What follows belongs to an exercise in optimizing a design on an open flow for small area, a short achievable clock period and few clock cycles per item; a production flow would make more cautious choices. Where RTL was checked, it was by simulation tests only, not by an equivalence proof against the original.

==> amber: inputs <==
// samplerz_top
module samplerz_top (
  input  logic          clk,
  input  logic          rst_i,
  input  logic          din_val_i,
  input  logic [31:0]   mu_i,         
  input  logic [15:0]   inv_sigma_sqr_div_2_i,
  input  logic          rand_val_i,
  input  logic [161:0]  rand_i,       
  output logic          ready_o,
  output logic          request_rand_o,
  output logic          dout_val_o,
  output logic [15:0]   w_o
);
==> flow/config.mk <==
export PLATFORM = sky130hd
export DESIGN_NAME = samplerz_top
export DESIGN_NICKNAME = samplerz_top
export VERILOG_FILES = /design/flow/design.v
export SDC_FILE = /design/flow/constraint.sdc
export NUM_CORES = 4
export LEC_CHECK = 0
export CAP_MARGIN = 40
export CORE_MARGIN = 2
export CORE_UTILIZATION = 40
export SETUP_SLACK_MARGIN = 5
export SLEW_MARGIN = 60
==> flow/constraint.sdc <==
create_clock -name core_clock -period 14.0 [get_ports {clk}]
set_input_delay 2.8000 -clock core_clock [delete_from_list [all_inputs] [get_ports {clk}]]
set_output_delay 2.8000 -clock core_clock [all_outputs]
set_load 0.01 [all_outputs]
standard.sh (not shown) runs the stock make flow with config.mk's settings and CLKGATE_MAP_FILE= SYNTH_SCRIPT=/design/flow/synth_recipe.tcl, a recipe that flattens the netlist after the stock synthesis.
==> flow/flow/run.sh <==
#!/bin/bash
set -euo pipefail
bash standard.sh SETUP_SLACK_MARGIN=10 finish > flow_make.log 2>&1
==> inputs of onyx, as changes to amber <==
--- a/flow/design.v
+++ b/flow/design.v
@@ -75,35 +75,16 @@
   endfunction
   function automatic logic [8:0] ZSQ_TABLE(input logic [5:0] bz0);
     ZSQ_TABLE = '0;
     for (int j = 0; j < 19; j++) begin
       if (bz0 == {1'b0, 5'(j)}) ZSQ_TABLE = ZSQ_TABLE | 9'(j * j);
       if (bz0 == {1'b1, 5'(j)}) ZSQ_TABLE = ZSQ_TABLE | 9'((j + 1) * (j + 1));
     end
   endfunction
-  function automatic logic [23:0] LANE_DIGITS(input logic [8:0] usq, input logic [5:0] nz);
-    logic [10:0] ue;
-    logic [6:0]  ne;
-    logic [4:0]  a_neg, a_one, a_two;
-    logic [2:0]  b_neg, b_one, b_two;
-    ue = {1'b0, usq, 1'b0};
-    ne = {nz, 1'b0};
-    for (int i = 0; i < 5; i++) begin
-      a_neg[i] = ue[2*i+2];
-      a_one[i] = ue[2*i+1] ^ ue[2*i];
-      a_two[i] = (ue[2*i+2] & ~ue[2*i+1] & ~ue[2*i]) | (~ue[2*i+2] & ue[2*i+1] & ue[2*i]);
-    end
-    for (int j = 0; j < 3; j++) begin
-      b_neg[j] = ne[2*j+2];
-      b_one[j] = ne[2*j+1] ^ ne[2*j];
-      b_two[j] = (ne[2*j+2] & ~ne[2*j+1] & ~ne[2*j]) | (~ne[2*j+2] & ne[2*j+1] & ne[2*j]);
-    end
-    LANE_DIGITS = {a_neg, a_one, a_two, b_neg, b_one, b_two};
-  endfunction
   function automatic int CSA_ROWS(input int n0, input int lvl);
     CSA_ROWS = n0;
     for (int i = 0; i < 32; i++) begin
       if (i < lvl && CSA_ROWS > 2) CSA_ROWS = 2 * (CSA_ROWS / 3) + CSA_ROWS % 3;
     end
   endfunction
   function automatic int CSA_LEVELS(input int n0);
     CSA_LEVELS = 0;
@@ -162,69 +143,86 @@
     cnt_o = '0;
     for (int j = 1; j <= samplerz_pkg::EXP_LEN; j++) begin
       if (is_cnt[j]) cnt_o = cnt_o | 5'(j);
     end
   end
 endmodule
 `timescale 1ns/1ns
 module sampling_lane (
-  input  logic [23:0]          dig_i,     
-  input  logic [5:0]           nz_i,      
+  input  logic [4:0]           z0_i,
+  input  logic                 b_i,
   input  logic [4:0]           cnt_i,     
   input  samplerz_pkg::scale_t inv_s_i,
   input  logic [31:0]          sr_i,      
   input  logic [31:0]          sr2_i,     
   output logic                 accept_o,
   output logic [5:0]           nz_o       
 );
+  logic [8:0]  usq;      
   logic [5:0]  nz;       
-  logic [4:0]  z0;
+  logic [10:0] usq_ext;
+  logic [6:0]  nz_ext;
   logic [4:0]  a_neg, a_one, a_two;
   logic [2:0]  b_neg, b_one, b_two;
-  assign nz = nz_i;
-  assign z0 = nz_i[4:0] ^ {5{nz_i[5]}};
-  assign {a_neg, a_one, a_two, b_neg, b_one, b_two} = dig_i;
+  assign usq     = samplerz_pkg::ZSQ_TABLE({b_i, z0_i});
+  assign nz      = {b_i, z0_i ^ {5{b_i}}};
+  assign usq_ext = {1'b0, usq, 1'b0};
+  assign nz_ext  = {nz, 1'b0};
+  always_comb begin
+    for (int i = 0; i < 5; i++) begin
+      a_neg[i] = usq_ext[2*i+2];
+      a_one[i] = usq_ext[2*i+1] ^ usq_ext[2*i];
+      a_two[i] = (usq_ext[2*i+2] & ~usq_ext[2*i+1] & ~usq_ext[2*i])
+               | (~usq_ext[2*i+2] & usq_ext[2*i+1] & usq_ext[2*i]);
+    end
+    for (int j = 0; j < 3; j++) begin
+      b_neg[j] = nz_ext[2*j+2];
+      b_one[j] = nz_ext[2*j+1] ^ nz_ext[2*j];
+      b_two[j] = (nz_ext[2*j+2] & ~nz_ext[2*j+1] & ~nz_ext[2*j])
+               | (~nz_ext[2*j+2] & nz_ext[2*j+1] & nz_ext[2*j]);
+    end
+  end
   localparam logic [42:0] ROW_K = 43'(
       - ((64'd1 << 33) + (64'd1 << 35) + (64'd1 << 37) + (64'd1 << 39) + (64'd1 << 41))
       - ((64'd1 << 34) + (64'd1 << 36) + (64'd1 << 38))
       + (64'd1 << 16) - (64'd1 << 38)
       + (64'd1 << 30) - (64'd1 << 34));
   logic [16:0] a_mag [5];    
   logic [33:0] b_mag [3];    
   logic [21:0] part2;
   logic [42:0] neg_row;      
   logic [13*43-1:0] rows;
   logic [42:0] sum_s, sum_c, sum;
-  assign part2 = samplerz_pkg::PART2_TABLE(z0);
+  assign part2 = samplerz_pkg::PART2_TABLE(z0_i);
   always_comb begin
     for (int i = 0; i < 5; i++) begin
       a_mag[i] = a_one[i] ? {1'b0, inv_s_i} : a_two[i] ? {inv_s_i, 1'b0} : 17'd0;
     end
     for (int j = 0; j < 3; j++) begin
       b_mag[j] = b_one[j] ? {1'b0, sr_i, 1'b0} : b_two[j] ? {sr_i, 2'b00} : 34'd0;
     end
   end
   always_comb begin
     neg_row = '0;
     for (int i = 0; i < 5; i++) neg_row[16 + 2 * i] = a_neg[i];
     for (int j = 0; j < 3; j++) neg_row[2 * j] = b_neg[j];
   end
   always_comb begin
     rows[0*43 +: 43] = ROW_K;
     rows[1*43 +: 43] = {11'd0, sr2_i};
-    rows[2*43 +: 43] = {9'd0, ~cnt_i[3:0], 30'd0};
-    rows[3*43 +: 43] = neg_row;
+    rows[2*43 +: 43] = {5'd0, ~part2, 16'd0};
+    rows[3*43 +: 43] = {9'd0, ~cnt_i[3:0], 30'd0};
+    rows[4*43 +: 43] = neg_row;
     for (int i = 0; i < 5; i++) begin
-      rows[(4+i)*43 +: 43] = 43'({~a_neg[i], a_mag[i] ^ {17{a_neg[i]}}}) << (16 + 2 * i);
+      rows[(5+i)*43 +: 43] = 43'({~a_neg[i], a_mag[i] ^ {17{a_neg[i]}}}) << (16 + 2 * i);
     end
     for (int j = 0; j < 3; j++) begin
-      rows[(9+j)*43 +: 43] = 43'({~b_neg[j], b_mag[j] ^ {34{b_neg[j]}}}) << (2 * j);
+      rows[(10+j)*43 +: 43] = 43'({~b_neg[j], b_mag[j] ^ {34{b_neg[j]}}}) << (2 * j);
     end
-    rows[12*43 +: 43] = {5'd0, ~part2, 16'd0};
   end
   localparam int CSA_N  = 13;
   localparam int CSA_W  = 43;
   localparam int CSA_LV = samplerz_pkg::CSA_LEVELS(CSA_N);
   logic [(CSA_LV+1)*CSA_N*CSA_W-1:0] csa_lv;
   assign csa_lv[0 +: CSA_N*CSA_W] = rows;
   for (genvar l = 0; l < CSA_LV; l++) begin : g_csa_lv
     localparam int NR = samplerz_pkg::CSA_ROWS(CSA_N, l);
@@ -254,17 +252,17 @@
   assign nz_o     = nz;
 endmodule
 `timescale 1ns/1ns
 module lane_select (
   input  logic [5:0]       nz_i,
   input  samplerz_pkg::z_t floor_mu_i,
   output samplerz_pkg::z_t w_o
 );
-  assign w_o = floor_mu_i - {{10{nz_i[5]}}, nz_i};
+  assign w_o = floor_mu_i - 16'($signed(nz_i));
 endmodule
 `timescale 1ns/1ns
 module samplerz_ctrl (
   input  logic             clk,
   input  logic             rst_i,
   input  logic             din_val_i,
   input  logic             rand_val_i,
   input  logic             accept_i,    
@@ -357,79 +355,70 @@
   samplerz_pkg::z_t     floor_mu_q;
   always_ff @(posedge clk) begin
     if (din_acc) begin
       floor_mu_q <= mu_i[31:16];
       r_q        <= mu_i[15:0];
       inv_s_q    <= inv_sigma_sqr_div_2_i;
     end
   end
-  logic [15:0] opa_q, opb_q;
+  logic [15:0] r2_q;
   logic [31:0] prod;
   logic [31:0] sr_q, sr2_q;
-  always_ff @(posedge clk) begin
-    opa_q <= din_acc ? mu_i[15:0] : inv_s_q;
-    opb_q <= din_acc ? mu_i[15:0] : pre1 ? prod[31:16] : r_q;
-  end
   samplerz_mul i_samplerz_mul (
-    .a_i (opa_q),
-    .b_i (opb_q),
+    .a_i (pre1 ? r_q  : inv_s_q),
+    .b_i (pre2 ? r2_q : r_q),
     .p_o (prod)
   );
   always_ff @(posedge clk) begin
+    r2_q <= prod[31:16];
+  end
+  always_ff @(posedge clk) begin
     if (pre2) sr2_q <= prod;
     if (pre3) sr_q  <= prod;
   end
   logic [4:0] z0_c [2];
   logic [4:0] cnt_c [2];
   for (genvar g = 0; g < 2; g++) begin : g_lane
     base_sampler i_base_sampler (
       .rand72_i (rand_i[g*81+9 +: 72]),
       .z0_o     (z0_c[g])
     );
     ber_exp i_ber_exp (
       .rand8_i (rand_i[g*81+1 +: 8]),
       .cnt_o   (cnt_c[g])
     );
   end
-  logic [8:0]  usq_c [2];
-  logic [5:0]  nz_c [2];
-  logic [23:0] dig_c [2];
-  for (genvar g = 0; g < 2; g++) begin : g_lane_val
-    assign usq_c[g] = samplerz_pkg::ZSQ_TABLE({rand_i[g*81], z0_c[g]});
-    assign nz_c[g]  = {rand_i[g*81], z0_c[g] ^ {5{rand_i[g*81]}}};   
-    assign dig_c[g] = samplerz_pkg::LANE_DIGITS(usq_c[g], nz_c[g]);
-  end
-  logic [23:0] dig_0_q, dig_1_q;
-  logic [5:0] nz_0_q, nz_1_q;
+  logic [4:0] z0_0_q, z0_1_q;
   logic [4:0] cnt_0_q, cnt_1_q;
+  logic       b_0_q, b_1_q;
   always_ff @(posedge clk) begin
     if (deliv) begin
-      dig_0_q <= dig_c[0];
-      nz_0_q  <= nz_c[0];
+      z0_0_q  <= z0_c[0];
       cnt_0_q <= cnt_c[0];
+      b_0_q   <= rand_i[0];
     end else if (shift) begin
-      dig_0_q <= dig_1_q;
-      nz_0_q  <= nz_1_q;
+      z0_0_q  <= z0_1_q;
       cnt_0_q <= cnt_1_q;
+      b_0_q   <= b_1_q;
     end
   end
   always_ff @(posedge clk) begin
     if (deliv) begin
-      dig_1_q <= dig_c[1];
-      nz_1_q  <= nz_c[1];
+      z0_1_q  <= z0_c[1];
       cnt_1_q <= cnt_c[1];
+      b_1_q   <= rand_i[81];
     end
   end
   logic             accept;
   logic [5:0]       nz;
   samplerz_pkg::z_t w;
   sampling_lane i_sampling_lane (
-    .dig_i    (dig_0_q),
-    .nz_i     (nz_0_q),
+    .z0_i     (z0_0_q),
+    .b_i      (b_0_q),
     .cnt_i    (cnt_0_q),
     .inv_s_i  (inv_s_q),
     .sr_i     (sr_q),
     .sr2_i    (sr2_q),
     .accept_o (accept),
     .nz_o     (nz)
   );
   lane_select i_lane_select (
==> flow/run.sh (new file) <==
#!/bin/bash
# synth_recipe.tcl (not shown) runs the flow's synth.tcl, then flattens the netlist and writes it again
# the make line also repeats each setting of config.mk as NAME=value (left out here)
make -C /OpenROAD-flow-scripts/flow DESIGN_CONFIG=/design/flow/config.mk WORK_HOME=/design/flow/orfs CLKGATE_MAP_FILE= SYNTH_SCRIPT=/design/flow/synth_recipe.tcl finish
==> flow/config.mk (replaced) <==
export PLATFORM = sky130hd
export DESIGN_NAME = samplerz_top
export DESIGN_NICKNAME = samplerz_top
export VERILOG_FILES = /design/flow/design.v
export SDC_FILE = /design/flow/constraint.sdc
export NUM_CORES = 4
export LEC_CHECK = 0
export CAP_MARGIN = 20
export CORE_MARGIN = 2
export CORE_UTILIZATION = 40
export SLEW_MARGIN = 20
removed: flow/flow/run.sh
removed: flow/standard.sh
==> summary.txt <==
Clock tree
  – Post-CTS resize count: 1078
  – Clock latency at the later pin of the worst-skew pair: 0.60 ns

Yosys
  – Cell types with the highest counts after synthesis: 542 x sky130_fd_sc_hd__inv_1, 452 x sky130_fd_sc_hd__nand2_1, 379 x sky130_fd_sc_hd__fa_1, 260 x sky130_fd_sc_hd__clkbuf_1, 253 x sky130_fd_sc_hd__and2_1
  – Share of the yosys chip area belonging to registers: 0.171

Final layout
  – Multi-input gates: around 3200

Outcome
  – Status: timing/DRC/antenna clean

Critical path
  – Depth of the most critical reg-to-reg path: 23
(the above is from amber)
==> summary.txt <==
Detailed routing
  – Highest layer used for signal routing: met5

Clock tree
  – Clock latency at the later pin of the worst-skew pair: ~0.50 ns
  – Clock tree from TritonCTS: yes
  – Post-CTS resize count: 0

Critical path
  – Depth of the most critical reg-to-reg path: 27

Final layout
  – Fill cells: approximately 8000
  – Multi-input gates: around 3000

Outcome
  – Status: timing/DRC/antenna clean

Global routing
  – Top Usage Layer GRT: met2
  – Met2 GRT Util: 0.396

Yosys
  – Library cell occupying the most area in the post-synthesis netlist: sky130_fd_sc_hd__fa_1
  – Share of the yosys chip area belonging to registers: 0.147

Floorplanning
  – Y dimension of the die: around 290 um
(the above is from onyx)
Testbench counts of amber, summed over its fixed seeds: cycles 83,315, samples 12,000.
No functional check of the RTL was part of onyx.

==> inputs of 02-09 <==
samplerz_top, a different RTL version from the one above (not shown whole).
Settings: LEC_CHECK=0, CAP_MARGIN=20, CORE_MARGIN=2, CORE_UTILIZATION=40, SLEW_MARGIN=20; clock period 14.0 ns.
run.sh (not shown) runs the stock make flow with config.mk's settings and CLKGATE_MAP_FILE= SYNTH_SCRIPT=/design/flow/synth_recipe.tcl, a recipe that flattens the netlist after the stock synthesis.
Stock flow here: none of the scripts above is used.
==> 01-01 (differences from 02-09) <==
--- a/flow/design.v
+++ b/flow/design.v
@@ -77,12 +77,31 @@
     ZSQ_TABLE = '0;
     for (int j = 0; j < 19; j++) begin
       if (bz0 == {1'b0, 5'(j)}) ZSQ_TABLE = ZSQ_TABLE | 9'(j * j);
       if (bz0 == {1'b1, 5'(j)}) ZSQ_TABLE = ZSQ_TABLE | 9'((j + 1) * (j + 1));
     end
   endfunction
+  function automatic logic [23:0] LANE_DIGITS(input logic [8:0] usq, input logic [5:0] nz);
+    logic [10:0] ue;
+    logic [6:0]  ne;
+    logic [4:0]  a_neg, a_one, a_two;
+    logic [2:0]  b_neg, b_one, b_two;
+    ue = {1'b0, usq, 1'b0};
+    ne = {nz, 1'b0};
+    for (int i = 0; i < 5; i++) begin
+      a_neg[i] = ue[2*i+2];
+      a_one[i] = ue[2*i+1] ^ ue[2*i];
+      a_two[i] = (ue[2*i+2] & ~ue[2*i+1] & ~ue[2*i]) | (~ue[2*i+2] & ue[2*i+1] & ue[2*i]);
+    end
+    for (int j = 0; j < 3; j++) begin
+      b_neg[j] = ne[2*j+2];
+      b_one[j] = ne[2*j+1] ^ ne[2*j];
+      b_two[j] = (ne[2*j+2] & ~ne[2*j+1] & ~ne[2*j]) | (~ne[2*j+2] & ne[2*j+1] & ne[2*j]);
+    end
+    LANE_DIGITS = {a_neg, a_one, a_two, b_neg, b_one, b_two};
+  endfunction
   function automatic int CSA_ROWS(input int n0, input int lvl);
     CSA_ROWS = n0;
     for (int i = 0; i < 32; i++) begin
       if (i < lvl && CSA_ROWS > 2) CSA_ROWS = 2 * (CSA_ROWS / 3) + CSA_ROWS % 3;
     end
   endfunction
@@ -145,47 +164,28 @@
       if (is_cnt[j]) cnt_o = cnt_o | 5'(j);
     end
   end
 endmodule
 `timescale 1ns/1ns
 module sampling_lane (
-  input  logic [8:0]           usq_i,     
+  input  logic [23:0]          dig_i,     
   input  logic [5:0]           nz_i,      
   input  logic [4:0]           cnt_i,     
   input  samplerz_pkg::scale_t inv_s_i,
   input  logic [31:0]          sr_i,      
   input  logic [31:0]          sr2_i,     
   output logic                 accept_o,
   output logic [5:0]           nz_o       
 );
-  logic [8:0]  usq;      
   logic [5:0]  nz;       
   logic [4:0]  z0;
-  logic [10:0] usq_ext;
-  logic [6:0]  nz_ext;
   logic [4:0]  a_neg, a_one, a_two;
   logic [2:0]  b_neg, b_one, b_two;
-  assign usq     = usq_i;
-  assign nz      = nz_i;
-  assign z0      = nz_i[4:0] ^ {5{nz_i[5]}};
-  assign usq_ext = {1'b0, usq, 1'b0};
-  assign nz_ext  = {nz, 1'b0};
-  always_comb begin
-    for (int i = 0; i < 5; i++) begin
-      a_neg[i] = usq_ext[2*i+2];
-      a_one[i] = usq_ext[2*i+1] ^ usq_ext[2*i];
-      a_two[i] = (usq_ext[2*i+2] & ~usq_ext[2*i+1] & ~usq_ext[2*i])
-               | (~usq_ext[2*i+2] & usq_ext[2*i+1] & usq_ext[2*i]);
-    end
-    for (int j = 0; j < 3; j++) begin
-      b_neg[j] = nz_ext[2*j+2];
-      b_one[j] = nz_ext[2*j+1] ^ nz_ext[2*j];
-      b_two[j] = (nz_ext[2*j+2] & ~nz_ext[2*j+1] & ~nz_ext[2*j])
-               | (~nz_ext[2*j+2] & nz_ext[2*j+1] & nz_ext[2*j]);
-    end
-  end
+  assign nz = nz_i;
+  assign z0 = nz_i[4:0] ^ {5{nz_i[5]}};
+  assign {a_neg, a_one, a_two, b_neg, b_one, b_two} = dig_i;
   localparam logic [42:0] ROW_K = 43'(
       - ((64'd1 << 33) + (64'd1 << 35) + (64'd1 << 37) + (64'd1 << 39) + (64'd1 << 41))
       - ((64'd1 << 34) + (64'd1 << 36) + (64'd1 << 38))
       + (64'd1 << 16) - (64'd1 << 38)
       + (64'd1 << 30) - (64'd1 << 34));
   logic [16:0] a_mag [5];    
@@ -208,21 +208,21 @@
     for (int i = 0; i < 5; i++) neg_row[16 + 2 * i] = a_neg[i];
     for (int j = 0; j < 3; j++) neg_row[2 * j] = b_neg[j];
   end
   always_comb begin
     rows[0*43 +: 43] = ROW_K;
     rows[1*43 +: 43] = {11'd0, sr2_i};
-    rows[2*43 +: 43] = {5'd0, ~part2, 16'd0};
-    rows[3*43 +: 43] = {9'd0, ~cnt_i[3:0], 30'd0};
-    rows[4*43 +: 43] = neg_row;
+    rows[2*43 +: 43] = {9'd0, ~cnt_i[3:0], 30'd0};
+    rows[3*43 +: 43] = neg_row;
     for (int i = 0; i < 5; i++) begin
-      rows[(5+i)*43 +: 43] = 43'({~a_neg[i], a_mag[i] ^ {17{a_neg[i]}}}) << (16 + 2 * i);
+      rows[(4+i)*43 +: 43] = 43'({~a_neg[i], a_mag[i] ^ {17{a_neg[i]}}}) << (16 + 2 * i);
     end
     for (int j = 0; j < 3; j++) begin
-      rows[(10+j)*43 +: 43] = 43'({~b_neg[j], b_mag[j] ^ {34{b_neg[j]}}}) << (2 * j);
+      rows[(9+j)*43 +: 43] = 43'({~b_neg[j], b_mag[j] ^ {34{b_neg[j]}}}) << (2 * j);
     end
+    rows[12*43 +: 43] = {5'd0, ~part2, 16'd0};
   end
   localparam int CSA_N  = 13;
   localparam int CSA_W  = 43;
   localparam int CSA_LV = samplerz_pkg::CSA_LEVELS(CSA_N);
   logic [(CSA_LV+1)*CSA_N*CSA_W-1:0] csa_lv;
   assign csa_lv[0 +: CSA_N*CSA_W] = rows;
@@ -387,44 +387,46 @@
     );
     ber_exp i_ber_exp (
       .rand8_i (rand_i[g*81+1 +: 8]),
       .cnt_o   (cnt_c[g])
     );
   end
-  logic [8:0] usq_c [2];
-  logic [5:0] nz_c [2];
+  logic [8:0]  usq_c [2];
+  logic [5:0]  nz_c [2];
+  logic [23:0] dig_c [2];
   for (genvar g = 0; g < 2; g++) begin : g_lane_val
     assign usq_c[g] = samplerz_pkg::ZSQ_TABLE({rand_i[g*81], z0_c[g]});
     assign nz_c[g]  = {rand_i[g*81], z0_c[g] ^ {5{rand_i[g*81]}}};   
+    assign dig_c[g] = samplerz_pkg::LANE_DIGITS(usq_c[g], nz_c[g]);
   end
-  logic [8:0] usq_0_q, usq_1_q;
+  logic [23:0] dig_0_q, dig_1_q;
   logic [5:0] nz_0_q, nz_1_q;
   logic [4:0] cnt_0_q, cnt_1_q;
   always_ff @(posedge clk) begin
     if (deliv) begin
-      usq_0_q <= usq_c[0];
+      dig_0_q <= dig_c[0];
       nz_0_q  <= nz_c[0];
       cnt_0_q <= cnt_c[0];
     end else if (shift) begin
-      usq_0_q <= usq_1_q;
+      dig_0_q <= dig_1_q;
       nz_0_q  <= nz_1_q;
       cnt_0_q <= cnt_1_q;
     end
   end
   always_ff @(posedge clk) begin
     if (deliv) begin
-      usq_1_q <= usq_c[1];
+      dig_1_q <= dig_c[1];
       nz_1_q  <= nz_c[1];
       cnt_1_q <= cnt_c[1];
     end
   end
   logic             accept;
   logic [5:0]       nz;
   samplerz_pkg::z_t w;
   sampling_lane i_sampling_lane (
-    .usq_i    (usq_0_q),
+    .dig_i    (dig_0_q),
     .nz_i     (nz_0_q),
     .cnt_i    (cnt_0_q),
     .inv_s_i  (inv_s_q),
     .sr_i     (sr_q),
     .sr2_i    (sr2_q),
     .accept_o (accept),
==> flow/flow/run.sh (new file) <==
#!/bin/bash
set -euo pipefail
bash standard.sh SETUP_SLACK_MARGIN=8 finish > flow_make.log 2>&1
==> flow/standard.sh (new file) <==
#!/bin/bash
# synth_recipe.tcl (not shown) runs the flow's synth.tcl, then flattens the netlist and writes it again
# the make line also repeats each setting of config.mk as NAME=value (left out here)
make -C /OpenROAD-flow-scripts/flow DESIGN_CONFIG=/design/flow/config.mk WORK_HOME=/design/flow/orfs CLKGATE_MAP_FILE= SYNTH_SCRIPT=/design/flow/synth_recipe.tcl "${@:-finish}"
Settings changed: SETUP_SLACK_MARGIN from default to 5.
removed: flow/run.sh
==> impl_metrics.env <==
export IMPL_status="complete, no violations"
export IMPL_final_nets=5337
export IMPL_clock_skew_ns=0.008435
export IMPL_rows=110
export IMPL_synth_distinct_cells=117
export IMPL_yosys_area_share_simple=0.2232
export IMPL_vias=32733
export IMPL_n_all_buffers=455
export IMPL_route_met2_wl_um=58210
export IMPL_post_synth_fa_ha_maj_area_fraction=0.2962
export IMPL_die_area_um2=92740
-- figures above: 01-01

==> impl_metrics.env <==
export IMPL_arrival_ns=8.17
export IMPL_worst_path_buf_inv=5
export IMPL_rows=109
export IMPL_cts_buffers=27
export IMPL_n_all_buffers=271
export IMPL_hold_violations=0
export IMPL_final_nets=5211
export IMPL_vias=32300
export IMPL_synth_distinct_cells=97
export IMPL_pre_cts_slack_ns=6.403
export IMPL_post_synth_fa_ha_maj_area_fraction=0.3126
export IMPL_clock_skew_ns=0.01618
export IMPL_inv_count=516
export IMPL_route_met2_wl_um=54020
export IMPL_die_area_um2=91530
export IMPL_status="complete, no violations"
-- figures above: 02-09

Testbench counts of 01-01, summed over its fixed seeds: cycles 83,315, samples 12,000.
No functional check of the RTL was part of 02-09.

[re-timing with driven ports]
The flow's constraints put no driver on any port. The routed layouts listed below were extracted and timed again, unchanged, in two steps. Step 1, drivers: a clkbuf_16 drives clk and a buf_2 each remaining input, both assumed. Step 2, shift: input delay + t, output delay - t, t = (earliest + latest rising clock arrival at the registers) / 2. This alone moves slack from input paths to output paths. Slacks: ideal / step 1 / step 2; pairs: ideal / step 1.
| run | t, ns | setup WS [ns] | worst setup path after step 2 |
|---|---|---|---|
| amber | 0.656 | 7.718 / 7.718 / 7.385 | input to register |
| onyx | 0.542 | 4.858 / 4.858 / 4.858 | register to register |
| 02-09 | 0.639 | 6.307 / 6.307 / 6.307 | register to register |
| 01-01 | 0.621 | 7.591 / 7.591 / 7.255 | input to register |
After both steps every run listed still meets setup and hold. The setup slack of 01-01, which loses most, moves by 0.000 ns with the drivers and by -0.336 ns with both steps.
